From an optimization exercise on the open Yosys and OpenROAD flow, aimed at small area, a short achievable clock period and few clock cycles per item; shortcuts taken in it are not production practice.
In this exercise RTL edits were held to simulation tests only and were not proved equivalent to the original.
No activity file was given, so power comes from the tool's default toggle rates.

==> flow/design.v (excerpt) <==
module bit_rev_reorder #(
    parameter int LOG2N  = 7,
    parameter int DATA_W = 16
) (
    input  logic              Clk,
    input  logic              reset,
    input  logic              start,
    input  logic              in_valid,
    input  logic [DATA_W-1:0] in_re,
    input  logic [DATA_W-1:0] in_im,
    output logic              out_valid,
    output logic [DATA_W-1:0] out_re,
    output logic [DATA_W-1:0] out_im,
    output logic [LOG2N-1:0]  out_index,
    output logic              busy,
    output logic              tc
);
    localparam int N   = 1 << LOG2N;
    localparam int W   = 2 * DATA_W;
    localparam int GB  = 2;
    localparam int G   = 1 << GB;
    localparam int RB  = LOG2N - GB;
    localparam int R   = 1 << RB;
    function automatic logic [LOG2N-1:0] rev(input logic [LOG2N-1:0] a);
        for (int i = 0; i < LOG2N; i++) rev[i] = a[LOG2N-1-i];
    endfunction
    logic             acc;           
    logic [LOG2N-1:0] acnt;          
    logic             cur_mode;      
    logic             nxt_mode;      
    logic             cur_nat;       
    logic             new_nat;
    logic [LOG2N-1:0] wr_addr;
    logic             idle;
    logic             take_in;       
    logic             ld_end;        
    assign acc     = start & idle;
    assign take_in = ~idle & in_valid;
    assign ld_end  = take_in & (&acnt);
    assign new_nat = 1'b0;
    assign nxt_mode = ~(cur_mode ^ cur_nat);
    assign wr_addr  = cur_mode ? rev(acnt) : acnt;
  ...
For scale: about 8,200 cells after synthesis, roughly 4,600 flip-flops, ~78 I/O pins, about 160,000 um2 of cells after synthesis.
==> module bit_rev_reorder, before the edit <==
module bit_rev_reorder #(
    parameter int LOG2N  = 7,
    parameter int DATA_W = 16
) (
    input  logic              Clk,
    input  logic              reset,
    input  logic              start,
    input  logic              in_valid,
    input  logic [DATA_W-1:0] in_re,
    input  logic [DATA_W-1:0] in_im,
    output logic              out_valid,
    output logic [DATA_W-1:0] out_re,
    output logic [DATA_W-1:0] out_im,
    output logic [LOG2N-1:0]  out_index,
    output logic              busy,
    output logic              tc
);
    localparam int N   = 1 << LOG2N;
    localparam int W   = 2 * DATA_W;
    localparam int GB  = 2;
    localparam int G   = 1 << GB;
    localparam int RB  = LOG2N - GB;
    localparam int R   = 1 << RB;
    function automatic logic [LOG2N-1:0] rev(input logic [LOG2N-1:0] a);
        for (int i = 0; i < LOG2N; i++) rev[i] = a[LOG2N-1-i];
    endfunction
    logic             acc;           
    logic [LOG2N-1:0] acnt;          
    logic             cur_mode;      
    logic             nxt_mode;      
    logic             cur_nat;       
    logic             new_nat;
    logic [LOG2N-1:0] wr_addr;
    logic             idle;
    logic             take_in;       
    logic             ld_end;        
    assign acc     = start & idle;
    assign take_in = ~idle & in_valid;
    assign ld_end  = take_in & (&acnt);
    assign new_nat = 1'b0;
    assign nxt_mode = ~(cur_mode ^ cur_nat);
    assign wr_addr  = cur_mode ? rev(acnt) : acnt;
    always_ff @(posedge Clk or posedge reset) begin
        if (reset) begin
            idle     <= 1'b1;
            acnt     <= '0;
            cur_mode <= 1'b0;
            cur_nat  <= 1'b0;
        end else if (acc) begin
            idle     <= 1'b0;
            acnt     <= '0;
            cur_mode <= nxt_mode;
            cur_nat  <= new_nat;
        end else if (take_in) begin
            acnt <= acnt + LOG2N'(1);
            if (ld_end) idle <= 1'b1;
        end
    end
    always_ff @(posedge Clk) begin
        busy <= ~reset & (acc | (~idle & ~ld_end));
    end
    logic [W-1:0]       w_data;
    logic [N-1:0]       w_en;
    logic               w_v;
    logic [LOG2N:0]     mcnt;        
    always_ff @(posedge Clk) begin
        w_data <= {in_re, in_im};
    end
    always_ff @(posedge Clk or posedge reset) begin
        if (reset) begin
            w_v <= 1'b0;
        end else begin
            w_v <= take_in;
        end
    end
    always_ff @(posedge Clk) begin
        for (int i = 0; i < N; i++) w_en[i] <= take_in & (wr_addr == LOG2N'(i));
    end
    always_ff @(posedge Clk or posedge reset) begin
        if (reset) begin
            mcnt <= '0;
        end else if (acc) begin
            mcnt <= '0;
        end else if (w_v && !mcnt[LOG2N]) begin
            mcnt <= mcnt + (LOG2N+1)'(1);
        end
    end
    logic [W-1:0] r_mem [N];
    always_ff @(posedge Clk) begin
        for (int r = 0; r < N; r++) begin
            if (w_en[r]) r_mem[r] <= w_data;
        end
    end
    logic             rd_act;        
    logic [LOG2N-1:0] rcnt;          
    logic             rorder;        
    logic             rnat;
    logic             rd_cur;        
    logic             pend;          
    logic             p_order;
    logic             p_nat;
    logic [LOG2N-1:0] need;          
    logic [LOG2N-1:0] raddr;
    logic             go;
    logic             take;
    assign need  = rnat ? rcnt : rev(rcnt);
    assign raddr = rorder ? rcnt : rev(rcnt);
    assign go    = rd_act & (~rd_cur | ({1'b0, need} < mcnt));
    assign take  = pend & (~rd_act | (go & (&rcnt)));
    always_ff @(posedge Clk or posedge reset) begin
        if (reset) begin
            rd_act  <= 1'b0;
            rcnt    <= '0;
            rorder  <= 1'b0;
            rnat    <= 1'b0;
            rd_cur  <= 1'b0;
            pend    <= 1'b0;
            p_order <= 1'b0;
            p_nat   <= 1'b0;
        end else begin
            if (take) begin
                rd_act <= 1'b1;
                rcnt   <= '0;
                rorder <= p_order;
                rnat   <= p_nat;
            end else if (go) begin
                rcnt <= rcnt + LOG2N'(1);
                if (&rcnt) rd_act <= 1'b0;
            end
            if (acc) begin
                pend    <= 1'b1;
                p_order <= nxt_mode ^ new_nat;
                p_nat   <= new_nat;
                rd_cur  <= 1'b0;
            end else if (take) begin
                pend   <= 1'b0;
                rd_cur <= 1'b1;
            end
        end
    end
    logic             s0_v;
    logic             s0_tc;
    logic [LOG2N-1:0] s0_idx;
    logic [N-1:0]     s0_sel;
    always_ff @(posedge Clk or posedge reset) begin
        if (reset) begin
            s0_v  <= 1'b0;
            s0_tc <= 1'b0;
        end else begin
            s0_v  <= go;
            s0_tc <= go & (&rcnt);
        end
    end
    always_ff @(posedge Clk) begin
        for (int i = 0; i < N; i++) s0_sel[i] <= (raddr == LOG2N'(i));
        s0_idx <= rcnt;
    end
    logic [W-1:0]     s1_word [G];
    logic             s1_v;
    logic             s1_tc;
    logic [LOG2N-1:0] s1_idx;
    logic [W-1:0]     grp_word [G];
    always_comb begin
        for (int g = 0; g < G; g++) begin
            grp_word[g] = '0;
            for (int i = 0; i < R; i++) grp_word[g] = grp_word[g] | ({W{s0_sel[g * R + i]}} & r_mem[g * R + i]);
        end
    end
    always_ff @(posedge Clk) begin
        for (int g = 0; g < G; g++) s1_word[g] <= grp_word[g];
        s1_idx <= s0_idx;
    end
    always_ff @(posedge Clk or posedge reset) begin
        if (reset) begin
            s1_v  <= 1'b0;
            s1_tc <= 1'b0;
        end else begin
            s1_v  <= s0_v;
            s1_tc <= s0_tc;
        end
    end
    logic [W-1:0] out_word;
    always_comb begin
        out_word = '0;
        for (int g = 0; g < G; g++) out_word = out_word | s1_word[g];
    end
    always_ff @(posedge Clk or posedge reset) begin
        if (reset) begin
            out_valid <= 1'b0;
            tc        <= 1'b0;
        end else begin
            out_valid <= s1_v;
            tc        <= s1_tc;
        end
    end
    always_ff @(posedge Clk) begin
        out_index        <= s1_idx;
        {out_re, out_im} <= out_word;
    end
endmodule
==> flow/config.mk <==
export PLATFORM = sky130hd
export DESIGN_NAME = bit_rev_reorder
export DESIGN_NICKNAME = bit_rev_reorder
export VERILOG_FILES = /design/flow/design.v
export SDC_FILE = /design/flow/constraint.sdc
export NUM_CORES = 4
export LEC_CHECK = 0
export CAP_MARGIN = 20
export CORE_MARGIN = 2
export CORE_UTILIZATION = 62
export CTS_CLUSTER_DIAMETER = 80
export CTS_CLUSTER_SIZE = 25
export SETUP_SLACK_MARGIN = 2.5
export SLEW_MARGIN = 20
==> flow/constraint.sdc <==
create_clock -name core_clock -period 5.0 [get_ports {Clk}]
set_input_delay 1.0000 -clock core_clock [delete_from_list [all_inputs] [get_ports {Clk}]]
set_output_delay 1.0000 -clock core_clock [all_outputs]
set_load 0.01 [all_outputs]
run.sh (not shown) runs the stock make flow with config.mk's settings and CLKGATE_MAP_FILE= SYNTH_SCRIPT=/design/flow/synth_recipe.tcl, a recipe that flattens the netlist after the stock synthesis.
Testbench counts at the start, summed over its fixed seeds: cycles 17,384, frames 128.
Rerun with:
--- a/flow/design.v
+++ b/flow/design.v
@@ -20,8 +20,10 @@
     localparam int GB  = 2;
     localparam int G   = 1 << GB;
     localparam int RB  = LOG2N - GB;
     localparam int R   = 1 << RB;
+    localparam int WHB = LOG2N / 2;
+    localparam int WLB = LOG2N - WHB;
     function automatic logic [LOG2N-1:0] rev(input logic [LOG2N-1:0] a);
         for (int i = 0; i < LOG2N; i++) rev[i] = a[LOG2N-1-i];
     endfunction
     logic             acc;           
@@ -30,52 +32,48 @@
     logic             nxt_mode;      
     logic             cur_nat;       
     logic             new_nat;
     logic [LOG2N-1:0] wr_addr;
-    logic             idle;
-    logic             take_in;       
-    logic             ld_end;        
-    assign acc     = start & idle;
-    assign take_in = ~idle & in_valid;
-    assign ld_end  = take_in & (&acnt);
+    assign acc = start & ~busy;
     assign new_nat = 1'b0;
     assign nxt_mode = ~(cur_mode ^ cur_nat);
     assign wr_addr  = cur_mode ? rev(acnt) : acnt;
     always_ff @(posedge Clk or posedge reset) begin
         if (reset) begin
-            idle     <= 1'b1;
+            busy     <= 1'b0;
             acnt     <= '0;
             cur_mode <= 1'b0;
             cur_nat  <= 1'b0;
         end else if (acc) begin
-            idle     <= 1'b0;
+            busy     <= 1'b1;
             acnt     <= '0;
             cur_mode <= nxt_mode;
             cur_nat  <= new_nat;
-        end else if (take_in) begin
+        end else if (busy && in_valid) begin
             acnt <= acnt + LOG2N'(1);
-            if (ld_end) idle <= 1'b1;
+            if (&acnt) busy <= 1'b0;
         end
     end
-    always_ff @(posedge Clk) begin
-        busy <= ~reset & (acc | (~idle & ~ld_end));
-    end
     logic [W-1:0]       w_data;
-    logic [N-1:0]       w_en;
+    logic [(1<<WHB)-1:0] w_hi;
+    logic [(1<<WLB)-1:0] w_lo;
     logic               w_v;
     logic [LOG2N:0]     mcnt;        
     always_ff @(posedge Clk) begin
         w_data <= {in_re, in_im};
     end
     always_ff @(posedge Clk or posedge reset) begin
         if (reset) begin
-            w_v <= 1'b0;
+            w_v  <= 1'b0;
+            w_hi <= '0;
+            w_lo <= '0;
         end else begin
-            w_v <= take_in;
+            w_v  <= busy & in_valid;
+            for (int i = 0; i < (1 << WHB); i++)
+                w_hi[i] <= busy & in_valid & (wr_addr[LOG2N-1:WLB] == WHB'(i));
+            for (int i = 0; i < (1 << WLB); i++)
+                w_lo[i] <= (wr_addr[WLB-1:0] == WLB'(i));
         end
-    end
-    always_ff @(posedge Clk) begin
-        for (int i = 0; i < N; i++) w_en[i] <= take_in & (wr_addr == LOG2N'(i));
     end
     always_ff @(posedge Clk or posedge reset) begin
         if (reset) begin
             mcnt <= '0;
@@ -87,9 +85,9 @@
     end
     logic [W-1:0] r_mem [N];
     always_ff @(posedge Clk) begin
         for (int r = 0; r < N; r++) begin
-            if (w_en[r]) r_mem[r] <= w_data;
+            if (w_hi[r >> WLB] && w_lo[r % (1 << WLB)]) r_mem[r] <= w_data;
         end
     end
     logic             rd_act;        
     logic [LOG2N-1:0] rcnt;          
What happened: Fmax is lower by a few percent; utilization stays flat; worst setup slack is worse by 0.076 ns; clock power is lower by a few percent; combinational power is higher to 5.6 times its value; sequential power is higher by a few percent; count of clock-buffer cells in the layout is lower by 11; cell area is lower slightly; sequential share of layout area is lower by 0.39 points; synthesized area is lower slightly; global-route usage is lower by 0.71 points; worst hold slack is worse by 0.012 ns.
Testbench counts after the change, summed over its fixed seeds: cycles 17,384, frames 128.

==> re-timing with driven ports <==
Ports are ideal in the flow. The routed layouts listed here were re-timed in OpenROAD. Step 1: set_driving_cell puts a clkbuf_16 on Clk and a buf_2 on each other input, an assumption about the parent block. Step 2, shift: input delay + t, output delay - t, t = (earliest + latest rising clock arrival at the registers) / 2. This alone moves slack from input paths to output paths. Slacks: no drivers / after step 1 / after step 2; pairs: no drivers / after step 1.
run | t, ns | setup WS [ns] | pins driven straight from the clock port
the first run | 0.998 | 2.491 / 2.391 / 1.823 | 1
the second run | 0.983 | 2.414 / 2.316 / 1.743 | 1
After both steps setup and hold are still met in every run listed. The setup slack of the second run, which loses most, moves by -0.098 ns with the drivers and by -0.671 ns with both steps.
